Background: an optimization exercise with open tools, aiming at small area. Do not read the settings as production practice. Function was checked by simulation only, so behaviour that the tests miss may differ from the original.

==> design.v <==
package dcct_pkg;
  localparam int MAX_TILE_DEF        = 1024;
  localparam int COORD_FRAC_BITS_DEF = 15;
  localparam int DIR_W        = 16;
  localparam int TILE_CFG_W   = 11;
  localparam int TILE_RESET   = 256;
  localparam int FACE_W       = 3;
  localparam int OUT_COORD_W  = 12;
  localparam int OUT_ADDR_W   = 24;
  localparam int NUM_FACES    = 6;
  localparam int BASE_W       = 3;
  typedef logic [1:0]        axis_t;
  typedef logic [BASE_W-1:0] base_t;
  localparam logic [2*NUM_FACES-1:0] MAJOR_AX = {2'd2, 2'd0, 2'd1, 2'd2, 2'd0, 2'd1};
  localparam logic [2*NUM_FACES-1:0] COL_AX = {2'd0, 2'd2, 2'd0, 2'd0, 2'd2, 2'd0};
  localparam logic [2*NUM_FACES-1:0] ROW_AX = {2'd1, 2'd1, 2'd2, 2'd1, 2'd1, 2'd2};
  localparam logic [NUM_FACES-1:0] FACE_NEG = 6'b111000;
  localparam logic [NUM_FACES-1:0] COL_NEG  = 6'b010000;
  localparam logic [NUM_FACES-1:0] ROW_NEG  = 6'b001100;
  localparam logic [BASE_W*NUM_FACES-1:0] COL_BASE = {3'd2, 3'd0, 3'd2, 3'd2, 3'd4, 3'd2};
  localparam logic [BASE_W*NUM_FACES-1:0] ROW_BASE = {3'd2, 3'd2, 3'd0, 3'd6, 3'd2, 3'd4};
  typedef struct packed {
    logic              hit;
    logic [FACE_W-1:0] face;
    base_t             col_base;
    base_t             row_base;
    logic [DIR_W-1:0]  major;
  } item_t;
endpackage
module dcct_face_sel #(
  parameter int QW = dcct_pkg::COORD_FRAC_BITS_DEF + 2
) (
  input  logic                                clk,
  input  logic                                rst,
  input  logic                                start,
  input  logic signed [dcct_pkg::DIR_W-1:0]   dir_x,
  input  logic signed [dcct_pkg::DIR_W-1:0]   dir_y,
  input  logic signed [dcct_pkg::DIR_W-1:0]   dir_z,
  output logic                                valid_out,
  output dcct_pkg::item_t                     item_out,
  output logic [dcct_pkg::DIR_W-1:0]          rem_col,
  output logic [dcct_pkg::DIR_W-1:0]          rem_row,
  output logic [QW-1:0]                       quo_col,
  output logic [QW-1:0]                       quo_row
);
  localparam int SW = dcct_pkg::DIR_W + 1;
  logic signed [SW-1:0]  comp  [3];
  logic signed [SW-1:0]  mag   [3];
  logic signed [SW-1:0]  maj_f [dcct_pkg::NUM_FACES];
  logic [dcct_pkg::NUM_FACES-1:0]  match;
  logic [dcct_pkg::FACE_W-1:0]     sel;
  logic signed [SW-1:0]  tcol_next;
  logic signed [SW-1:0]  trow_next;
  logic                  v1;
  dcct_pkg::item_t                 item1;
  logic signed [SW-1:0]  tcol1;
  logic signed [SW-1:0]  trow1;
  logic signed [SW:0]    sum_col;
  logic signed [SW:0]    sum_row;
  logic                  v2;
  dcct_pkg::item_t                 item2;
  logic [SW-1:0]         tp_col2;
  logic [SW-1:0]         tp_row2;
  logic [SW-1:0]         m1;
  logic [SW-1:0]         m2;
  logic [1:0]            qi_col;
  logic [1:0]            qi_row;
  logic [SW-1:0]         rc_full;
  logic [SW-1:0]         rr_full;
  always_comb begin
    comp[0] = SW'(dir_x);
    comp[1] = SW'(dir_y);
    comp[2] = SW'(dir_z);
    for (int k = 0; k < 3; k++) begin
      mag[k] = (comp[k] < 0) ? -comp[k] : comp[k];
    end
  end
  always_comb begin
    for (int i = 0; i < dcct_pkg::NUM_FACES; i++) begin
      maj_f[i] = dcct_pkg::FACE_NEG[i] ? -comp[dcct_pkg::MAJOR_AX[2*i +: 2]] : comp[dcct_pkg::MAJOR_AX[2*i +: 2]];
      match[i] = (maj_f[i] > 0) && (maj_f[i] >= mag[dcct_pkg::COL_AX[2*i +: 2]]) &&
                 (maj_f[i] >= mag[dcct_pkg::ROW_AX[2*i +: 2]]);
    end
    sel = '0;
    for (int i = 0; i < dcct_pkg::NUM_FACES; i++) begin
      if (match[i]) sel = dcct_pkg::FACE_W'(i);
    end
    tcol_next = dcct_pkg::COL_NEG[sel] ? -comp[dcct_pkg::COL_AX[2*sel +: 2]] : comp[dcct_pkg::COL_AX[2*sel +: 2]];
    trow_next = dcct_pkg::ROW_NEG[sel] ? -comp[dcct_pkg::ROW_AX[2*sel +: 2]] : comp[dcct_pkg::ROW_AX[2*sel +: 2]];
  end
  always_ff @(posedge clk) begin
    if (rst) begin
      v1 <= 1'b0;
    end else begin
      v1 <= start;
    end
    item1.hit      <= |match;
    item1.face     <= sel;
    item1.col_base <= dcct_pkg::COL_BASE[dcct_pkg::BASE_W*sel +: dcct_pkg::BASE_W];
    item1.row_base <= dcct_pkg::ROW_BASE[dcct_pkg::BASE_W*sel +: dcct_pkg::BASE_W];
    item1.major    <= maj_f[sel][dcct_pkg::DIR_W-1:0];
    tcol1          <= tcol_next;
    trow1          <= trow_next;
  end
  assign sum_col = (SW+1)'(tcol1) + (SW+1)'(signed'({1'b0, item1.major}));
  assign sum_row = (SW+1)'(trow1) + (SW+1)'(signed'({1'b0, item1.major}));
  always_ff @(posedge clk) begin
    if (rst) begin
      v2 <= 1'b0;
    end else begin
      v2 <= v1;
    end
    item2   <= item1;
    tp_col2 <= sum_col[SW-1:0];
    tp_row2 <= sum_row[SW-1:0];
  end
  always_comb begin
    m1 = {1'b0, item2.major};
    m2 = {item2.major, 1'b0};
    if (tp_col2 >= m2) begin
      qi_col  = 2'd2;
      rc_full = tp_col2 - m2;
    end else if (tp_col2 >= m1) begin
      qi_col  = 2'd1;
      rc_full = tp_col2 - m1;
    end else begin
      qi_col  = 2'd0;
      rc_full = tp_col2;
    end
    if (tp_row2 >= m2) begin
      qi_row  = 2'd2;
      rr_full = tp_row2 - m2;
    end else if (tp_row2 >= m1) begin
      qi_row  = 2'd1;
      rr_full = tp_row2 - m1;
    end else begin
      qi_row  = 2'd0;
      rr_full = tp_row2;
    end
  end
  always_ff @(posedge clk) begin
    if (rst) begin
      valid_out <= 1'b0;
    end else begin
      valid_out <= v2;
    end
    item_out <= item2;
    rem_col  <= rc_full[dcct_pkg::DIR_W-1:0];
    rem_row  <= rr_full[dcct_pkg::DIR_W-1:0];
    quo_col  <= QW'(qi_col);
    quo_row  <= QW'(qi_row);
  end
endmodule
module dcct_div_step #(
  parameter int QW = dcct_pkg::COORD_FRAC_BITS_DEF + 2
) (
  input  logic                        clk,
  input  logic                        rst,
  input  logic                        valid_in,
  input  dcct_pkg::item_t             item_in,
  input  logic [dcct_pkg::DIR_W-1:0]  rem_col_in,
  input  logic [dcct_pkg::DIR_W-1:0]  rem_row_in,
  input  logic [QW-1:0]               quo_col_in,
  input  logic [QW-1:0]               quo_row_in,
  output logic                        valid_out,
  output dcct_pkg::item_t             item_out,
  output logic [dcct_pkg::DIR_W-1:0]  rem_col_out,
  output logic [dcct_pkg::DIR_W-1:0]  rem_row_out,
  output logic [QW-1:0]               quo_col_out,
  output logic [QW-1:0]               quo_row_out
);
  logic [dcct_pkg::DIR_W:0]   r2_col;
  logic [dcct_pkg::DIR_W:0]   r2_row;
  logic [dcct_pkg::DIR_W:0]   dv;
  logic             ge_col;
  logic             ge_row;
  logic [dcct_pkg::DIR_W:0]   diff_col;
  logic [dcct_pkg::DIR_W:0]   diff_row;
  always_comb begin
    dv       = {1'b0, item_in.major};
    r2_col   = {rem_col_in, 1'b0};
    r2_row   = {rem_row_in, 1'b0};
    ge_col   = r2_col >= dv;
    ge_row   = r2_row >= dv;
    diff_col = r2_col - dv;
    diff_row = r2_row - dv;
  end
  always_ff @(posedge clk) begin
    if (rst) begin
      valid_out <= 1'b0;
    end else begin
      valid_out <= valid_in;
    end
    item_out    <= item_in;
    rem_col_out <= ge_col ? diff_col[dcct_pkg::DIR_W-1:0] : r2_col[dcct_pkg::DIR_W-1:0];
    rem_row_out <= ge_row ? diff_row[dcct_pkg::DIR_W-1:0] : r2_row[dcct_pkg::DIR_W-1:0];
    quo_col_out <= {quo_col_in[QW-2:0], ge_col};
    quo_row_out <= {quo_row_in[QW-2:0], ge_row};
  end
endmodule
module dcct_texel_map #(
  parameter int F  = dcct_pkg::COORD_FRAC_BITS_DEF,
  parameter int TW = 11
) (
  input  logic                              clk,
  input  logic                              rst,
  input  logic                              valid_in,
  input  dcct_pkg::item_t                   item_in,
  input  logic [F+1:0]                      quo_col,
  input  logic [F+1:0]                      quo_row,
  input  logic [TW-1:0]                     tile,
  output logic                              done,
  output logic                              hit,
  output logic [dcct_pkg::FACE_W-1:0]       face,
  output logic [dcct_pkg::OUT_COORD_W-1:0]  texel_col,
  output logic [dcct_pkg::OUT_COORD_W-1:0]  texel_row,
  output logic [dcct_pkg::OUT_ADDR_W-1:0]   texel_addr
);
  localparam int PW = F + 4;
  localparam int MW = PW + TW;
  localparam int VW = MW - F - 1;
  localparam int CW = TW + 2;
  localparam int AW = 2 * CW;
  logic [CW-1:0] tile3;
  logic [CW-1:0] lim_col;
  logic [CW-1:0] lim_row;
  logic          va;
  dcct_pkg::item_t         item_a;
  logic [PW-1:0] p_col_a;
  logic [PW-1:0] p_row_a;
  logic          vb;
  dcct_pkg::item_t         item_b;
  logic [MW-1:0] prod_col_b;
  logic [MW-1:0] prod_row_b;
  logic [VW-1:0] v_col;
  logic [VW-1:0] v_row;
  logic          vc;
  dcct_pkg::item_t         item_c;
  logic [CW-1:0] col_c;
  logic [CW-1:0] row_c;
  logic          vd;
  dcct_pkg::item_t         item_d;
  logic [CW-1:0] col_d;
  logic [CW-1:0] row_d;
  logic [AW-1:0] rowmul_d;
  always_comb begin
    tile3   = CW'({tile, 1'b0}) + CW'(tile);
    lim_col = tile3 - CW'(1);
    lim_row = {tile, 2'b00} - CW'(1);
  end
  always_ff @(posedge clk) begin
    if (rst) begin
      va <= 1'b0;
    end else begin
      va <= valid_in;
    end
    item_a  <= item_in;
    p_col_a <= {1'b0, item_in.col_base, {F{1'b0}}} + {2'b00, quo_col};
    p_row_a <= {1'b0, item_in.row_base, {F{1'b0}}} + {2'b00, quo_row};
  end
  always_ff @(posedge clk) begin
    if (rst) begin
      vb <= 1'b0;
    end else begin
      vb <= va;
    end
    item_b     <= item_a;
    prod_col_b <= MW'(p_col_a) * MW'(tile);
    prod_row_b <= MW'(p_row_a) * MW'(tile);
  end
  assign v_col = prod_col_b[MW-1:F+1];
  assign v_row = prod_row_b[MW-1:F+1];
  always_ff @(posedge clk) begin
    if (rst) begin
      vc <= 1'b0;
    end else begin
      vc <= vb;
    end
    item_c <= item_b;
    if (!item_b.hit) begin
      col_c <= '0;
      row_c <= '0;
    end else begin
      col_c <= (v_col > VW'(lim_col)) ? lim_col : CW'(v_col);
      row_c <= (v_row > VW'(lim_row)) ? lim_row : CW'(v_row);
    end
  end
  always_ff @(posedge clk) begin
    if (rst) begin
      vd <= 1'b0;
    end else begin
      vd <= vc;
    end
    item_d   <= item_c;
    col_d    <= col_c;
    row_d    <= row_c;
    rowmul_d <= AW'(row_c) * AW'(tile3);
  end
  always_ff @(posedge clk) begin
    if (rst) begin
      done <= 1'b0;
    end else begin
      done <= vd;
    end
    hit        <= item_d.hit;
    face       <= item_d.face;
    texel_col  <= dcct_pkg::OUT_COORD_W'(col_d);
    texel_row  <= dcct_pkg::OUT_COORD_W'(row_d);
    texel_addr <= dcct_pkg::OUT_ADDR_W'(rowmul_d + AW'(col_d));
  end
endmodule
module direction_to_cube_cross_texel #(
  parameter int MAX_TILE        = dcct_pkg::MAX_TILE_DEF,
  parameter int COORD_FRAC_BITS = dcct_pkg::COORD_FRAC_BITS_DEF
) (
  input  logic                              clk,
  input  logic                              rst,
  input  logic                              start,
  output logic                              busy,
  input  logic signed [dcct_pkg::DIR_W-1:0] dir_x,
  input  logic signed [dcct_pkg::DIR_W-1:0] dir_y,
  input  logic signed [dcct_pkg::DIR_W-1:0] dir_z,
  input  logic                              cfg_we,
  input  logic [dcct_pkg::TILE_CFG_W-1:0]   cfg_wdata,
  output logic                              done,
  output logic                              hit,
  output logic [dcct_pkg::FACE_W-1:0]       face,
  output logic [dcct_pkg::OUT_COORD_W-1:0]  texel_col,
  output logic [dcct_pkg::OUT_COORD_W-1:0]  texel_row,
  output logic [dcct_pkg::OUT_ADDR_W-1:0]   texel_addr
);
  localparam int F  = COORD_FRAC_BITS;
  localparam int QW = F + 2;
  localparam int TW = $clog2(MAX_TILE + 1);
  logic [dcct_pkg::TILE_CFG_W-1:0] tile_size;
  logic [TW-1:0]         tile_eff;
  localparam int IW = 1 + dcct_pkg::FACE_W + 2 * dcct_pkg::BASE_W + dcct_pkg::DIR_W;
  logic [F:0]                            v_d;
  logic [F:0][IW-1:0]                    item_d;
  logic [F:0][dcct_pkg::DIR_W-1:0]       rc_d;
  logic [F:0][dcct_pkg::DIR_W-1:0]       rr_d;
  logic [F:0][QW-1:0]                    qc_d;
  logic [F:0][QW-1:0]                    qr_d;
  assign busy = 1'b0;
  always_ff @(posedge clk) begin
    if (rst) begin
      tile_size <= dcct_pkg::TILE_CFG_W'(dcct_pkg::TILE_RESET);
    end else if (cfg_we) begin
      tile_size <= cfg_wdata;
    end
  end
  always_ff @(posedge clk) begin
    if (tile_size == '0) begin
      tile_eff <= TW'(1);
    end else if (int'(tile_size) > MAX_TILE) begin
      tile_eff <= TW'(MAX_TILE);
    end else begin
      tile_eff <= TW'(tile_size);
    end
  end
  dcct_face_sel #(
    .QW (QW)
  ) u_face_sel (
    .clk       (clk),
    .rst       (rst),
    .start     (start),
    .dir_x     (dir_x),
    .dir_y     (dir_y),
    .dir_z     (dir_z),
    .valid_out (v_d[0]),
    .item_out  (item_d[0]),
    .rem_col   (rc_d[0]),
    .rem_row   (rr_d[0]),
    .quo_col   (qc_d[0]),
    .quo_row   (qr_d[0])
  );
  for (genvar k = 0; k < F; k++) begin : g_div
    dcct_div_step #(
      .QW (QW)
    ) u_div_step (
      .clk         (clk),
      .rst         (rst),
      .valid_in    (v_d[k]),
      .item_in     (item_d[k]),
      .rem_col_in  (rc_d[k]),
      .rem_row_in  (rr_d[k]),
      .quo_col_in  (qc_d[k]),
      .quo_row_in  (qr_d[k]),
      .valid_out   (v_d[k+1]),
      .item_out    (item_d[k+1]),
      .rem_col_out (rc_d[k+1]),
      .rem_row_out (rr_d[k+1]),
      .quo_col_out (qc_d[k+1]),
      .quo_row_out (qr_d[k+1])
    );
  end
  dcct_texel_map #(
    .F  (F),
    .TW (TW)
  ) u_texel_map (
    .clk        (clk),
    .rst        (rst),
    .valid_in   (v_d[F]),
    .item_in    (item_d[F]),
    .quo_col    (qc_d[F]),
    .quo_row    (qr_d[F]),
    .tile       (tile_eff),
    .done       (done),
    .hit        (hit),
    .face       (face),
    .texel_col  (texel_col),
    .texel_row  (texel_row),
    .texel_addr (texel_addr)
  );
endmodule
==> run.sh <==
#!/bin/bash
# synth_recipe.tcl (not shown) runs the flow's synth.tcl, then flattens the netlist and writes it again
# the make line also repeats each setting of config.mk as NAME=value (left out here)
make -C /OpenROAD-flow-scripts/flow DESIGN_CONFIG=/design/flow/config.mk WORK_HOME=/design/flow/orfs CLKGATE_MAP_FILE= SYNTH_SCRIPT=/design/flow/synth_recipe.tcl finish
==> config.mk <==
export PLATFORM = sky130hd
export DESIGN_NAME = direction_to_cube_cross_texel
export DESIGN_NICKNAME = direction_to_cube_cross_texel
export VERILOG_FILES = /design/flow/design.v
export SDC_FILE = /design/flow/constraint.sdc
export NUM_CORES = 4
export LEC_CHECK = 0
export CAP_MARGIN = 20
export CORE_MARGIN = 2
export CORE_UTILIZATION = 40
export SLEW_MARGIN = 20
==> constraint.sdc <==
create_clock -name core_clock -period 9.0 [get_ports {clk}]
set_input_delay 1.8000 -clock core_clock [delete_from_list [all_inputs] [get_ports {clk}]]
set_output_delay 1.8000 -clock core_clock [all_outputs]
set_load 0.01 [all_outputs]
==> results.json <==
{
  "status": "complete, no violations",
  "cp.depth": 35,
  "path_class": "input port to flop",
  "htreeDepth": 4,
  "async_flop_share": 0,
  "drc": 0,
  "crit_family": "simple AND/OR/NAND/NOR gates",
  "synth_common_cells": "dfxtp_1, inv_1, ha_1, nand2_1, nor2_1",
  "dieArea_um2": 226000,
  "finalSetupViolations": 0,
  "placeableCoreArea_um2": 220000,
  "grt_pass1_wl_mm": 381,
  "nNetsFinal": 11404,
  "cts_buffer_depth": 3,
  "reg2regPathDepth": 28,
  "maxCapViolCount": 0,
  "min_from": "g_div[8].u_div_step.item_out[20]",
  "routedWlPerCell_um": 18.9,
  "grt_overflow": 0,
  "ys_warn_count": 7,
  "crit_path_end_kind": "flop",
  "cts_hold_buffers": 0,
  "grt_use_met1": 0.285,
  "antenna_found_initial": 6,
  "numCtsBuffers": 163,
  "synth-adder-area-share": 0.249,
  "grt_pass1_vias": 67428,
  "drt_pass1_iterations": 6,
  "synth_top_area_frac": 0.343,
  "synth-edff-count": 0,
  "cpMostUsedCell": "ha_1",
  "worstPathRequired_ns": 9.76,
  "path_buf_inv": 7,
  "busiest_layer": "met2",
  "met3_usage": 0.0248,
  "drive_gt1_frac": 0.0764,
  "synth_top_family_by_area": "adder cells",
  "slew_headroom": 0.289,
  "multi_input_comb_area_um2": 53500,
  "num_io_pins": 117,
  "hold_depth": 0,
  "r2r-end": "u_texel_map.rowmul_d[23]",
  "whs_ns": 0.310,
  "area_growth_pct": 13.3,
  "min_period_ns": 8.57,
  "die_h_um": 475,
  "fin_crit_sh": 0.953,
  "fillers": 20974,
  "start_util": 0.403,
  "r2r_slack_ns": 0.76,
  "crit_slowest_cell": "nor4_1",
  "synth_simple_gate_area_frac": 0.145,
  "cts_resized": 0,
  "reg2reg_from": "tile_eff[2]",
  "syn_avg_cell_area_um2": 9.27,
  "netlist_area_um2": 88800,
  "drt-total-wl_mm": 245,
  "detail-route-antenna-nets": 0,
  "critPathMaxFanout": 6,
  "skew_ns": 0.0499,
  "rsz0062_at_grt": "no",
  "dp_hpwl_mm": 196,
  "cts_tree": "yes",
  "cp-start-kind": "input port",
  "min_to": "g_div[9].u_div_step.item_out[20]",
  "syn_nets": 11123,
  "slew_violations": 0,
  "synth_ff_type": "dfxtp_1",
  "synth_compound_area_frac": 0.129,
  "cts_setup_buffers": 0,
  "place_congestion": 0.936,
  "insertion_delay_ns": 0.84,
  "hold_viol_final": 0,
  "fmax_mhz": 117,
  "route.vias.total": 67180,
  "ff_latch_area_um2": 30500,
  "root_buffer": "clkbuf_16",
  "synthMuxAreaShare": 0.0225,
  "ys_seq_area_frac": 0.343,
  "crit_arrival_ns": 9.33,
  "synth_largest_area_cell": "dfxtp_1",
  "min_path_type": "flop to flop",
  "numPortBuffers": 115,
  "cts.clk_slew.worst_paths_ns": 0.06,
  "cpPeakStageDelay_ns": 0.50,
  "synth.most_common_cell": "dfxtp_1",
  "synth_area_leaders": "dfxtp_1, ha_1, fa_1",
  "fin_util": 0.457,
  "viasPerCell": 5.19,
  "worst_pin_slew_ns": 1.06,
  "die_w_um": 475,
  "clock-sinks": 1522,
  "grt_usage": 0.215,
  "rows": 172,
  "yosys_register_bits": 1522,
  "synthDistinctLibCells": 97,
  "synth_cells": 9576,
  "grt_max_degree": 46,
  "drtIter0Drc": 4189,
  "grt_util_met2": 0.369,
  "synth_xor_area_frac": 0.0549
}
## area by class of cell
type,count,share of cell area
Antenna cell,4,0.0000995
Clock buffer,203,0.0440
Clock inverter,90,0.0138
Inverter,1041,0.0389
Multi-Input combinational cell,6751,0.532
Sequential cell,1522,0.303
Tap cell,2958,0.0368
Timing Repair Buffer,378,0.0312
## cell usage in the layout (no fill, tap or decap), types with 33 or more instances in the layout
| cell type | instances |
|---|---|
| mux2i_1 | 57 |
| fa_1 | 458 |
| nor3_1 | 163 |
| clkbuf_16 | 163 |
| o21a_1 | 96 |
| mux2_2 | 118 |
| nor2_1 | 725 |
| or3_1 | 58 |
| xor2_1 | 199 |
| dfxtp_1 | 1518 |
| buf_4 | 262 |
| nor4_1 | 41 |
| nor2b_1 | 165 |
| a21oi_1 | 593 |
| and3_1 | 47 |
| o21bai_1 | 36 |
| ha_1 | 1026 |
| xnor2_1 | 356 |
| a211oi_1 | 60 |
| a221oi_1 | 34 |
| o21ai_0 | 378 |
| nand4_1 | 161 |
| a21o_1 | 127 |
| o31ai_1 | 33 |
| and2_1 | 242 |
| nand2b_1 | 85 |
| nand3_1 | 164 |
| nand2_1 | 787 |
| clkdlybuf4s50_1 | 115 |
| inv_1 | 1039 |
| a21boi_0 | 89 |
| a31oi_1 | 59 |
## metal layers
layer  vias to the layer above  wire length (um)  share of wire
met4                         2              5790          0.024
li1                      32939                 -              -
met1                     32391            112000           0.46
met3                       351             10000          0.041
met2                      1497            117000           0.48
met5                         -                18       0.000074
## flip-flops by register name, indices dropped and copies added, names as in the netlist, 13 cells and up
signal                        cells
g_div.u_div_step.item_out       344
g_div.u_div_step.quo_col_out    150
g_div.u_div_step.quo_row_out    150
g_div.u_div_step.rem_col_out    224
g_div.u_div_step.rem_row_out    224
g_div.u_div_step.valid_out       15
u_face_sel.item1                 24
u_face_sel.item2                 24
u_face_sel.item_out              24
u_face_sel.rem_col               16
u_face_sel.rem_row               16
u_face_sel.tcol1                 17
u_face_sel.tp_col2               17
u_face_sel.tp_row2               17
u_face_sel.trow1                 17
u_texel_map.col_c                13
u_texel_map.col_d                13
u_texel_map.p_col_a              19
u_texel_map.p_row_a              19
u_texel_map.prod_col_b           14
u_texel_map.prod_row_b           14
u_texel_map.row_c                13
u_texel_map.rowmul_d             24
u_texel_map.texel_addr           24
## stage by stage
| step | TNS [ns] | instances | area (um2) | setup WS, ns |
|---|---|---|---|---|
| after global routing | 0 | 12944 | 101000 | 0.0398 |
| after floorplan | 0 | 9576 | 88800 | 0.260 |
| final | 0 | 12947 | 101000 | 0.426 |
| after detailed placement | -1.38 | 12649 | 94600 | -0.271 |
| after CTS | 0 | 12942 | 100000 | 0.618 |
| after global placement | -2.04 | 12648 | 94600 | -0.293 |
## how the worst max path moves through the flow
stage	start	to	slack, ns
floorplan	dir_z[3]	u_face_sel.trow1[14]	0.26
global placement	dir_z[3]	u_face_sel.trow1[14]	-0.29
detailed placement	dir_z[3]	u_face_sel.trow1[14]	-0.27
CTS	dir_z[3]	u_face_sel.trow1[14]	0.62
global route	dir_z[3]	u_face_sel.trow1[14]	0.04
finish	dir_z[3]	u_face_sel.trow1[14]	0.43
## logic make-up (layout without fill, tap and decap cells)
kind of cell               after synthesis  after routing
xor gates and xnor gates               556            556
other                                    1              5
DFF                                   1522           1522
adders and majority gates             1493           1493
and+or+nand+nor                       2714           2714
muxes                                  183            183
buffers and inverters                 1303           1712
AOI/OAI and AO/OA                     1804           1804

==> static timing again, ports no longer ideal <==
In the flow no input, the clock included, has a driving cell. The finished layout below was timed again as built, in two steps.
Step 1 sets driving cells, clkbuf_16 on the clock port and buf_2 on the other inputs (assumed; they add their load-dependent delay and slew).
Step 2, shift: input delay + t, output delay - t, t = (earliest + latest rising clock arrival at the registers) / 2. This alone moves slack from input paths to output paths.
Slacks: no drivers / after step 1 / after step 2; pairs: no drivers / after step 1.
shift t [ns]: 0.905
slack for setup (ns): 0.426 / 0.491 / -0.413
latest minus earliest clock arrival (ns): 0.058 / 0.057
worst slew at a driven data input, ns: 0.04
Met with ideal ports but missed after step 2: setup timing in this run. The setup slack of this run moves by +0.065 ns with the drivers and by -0.839 ns with both steps.
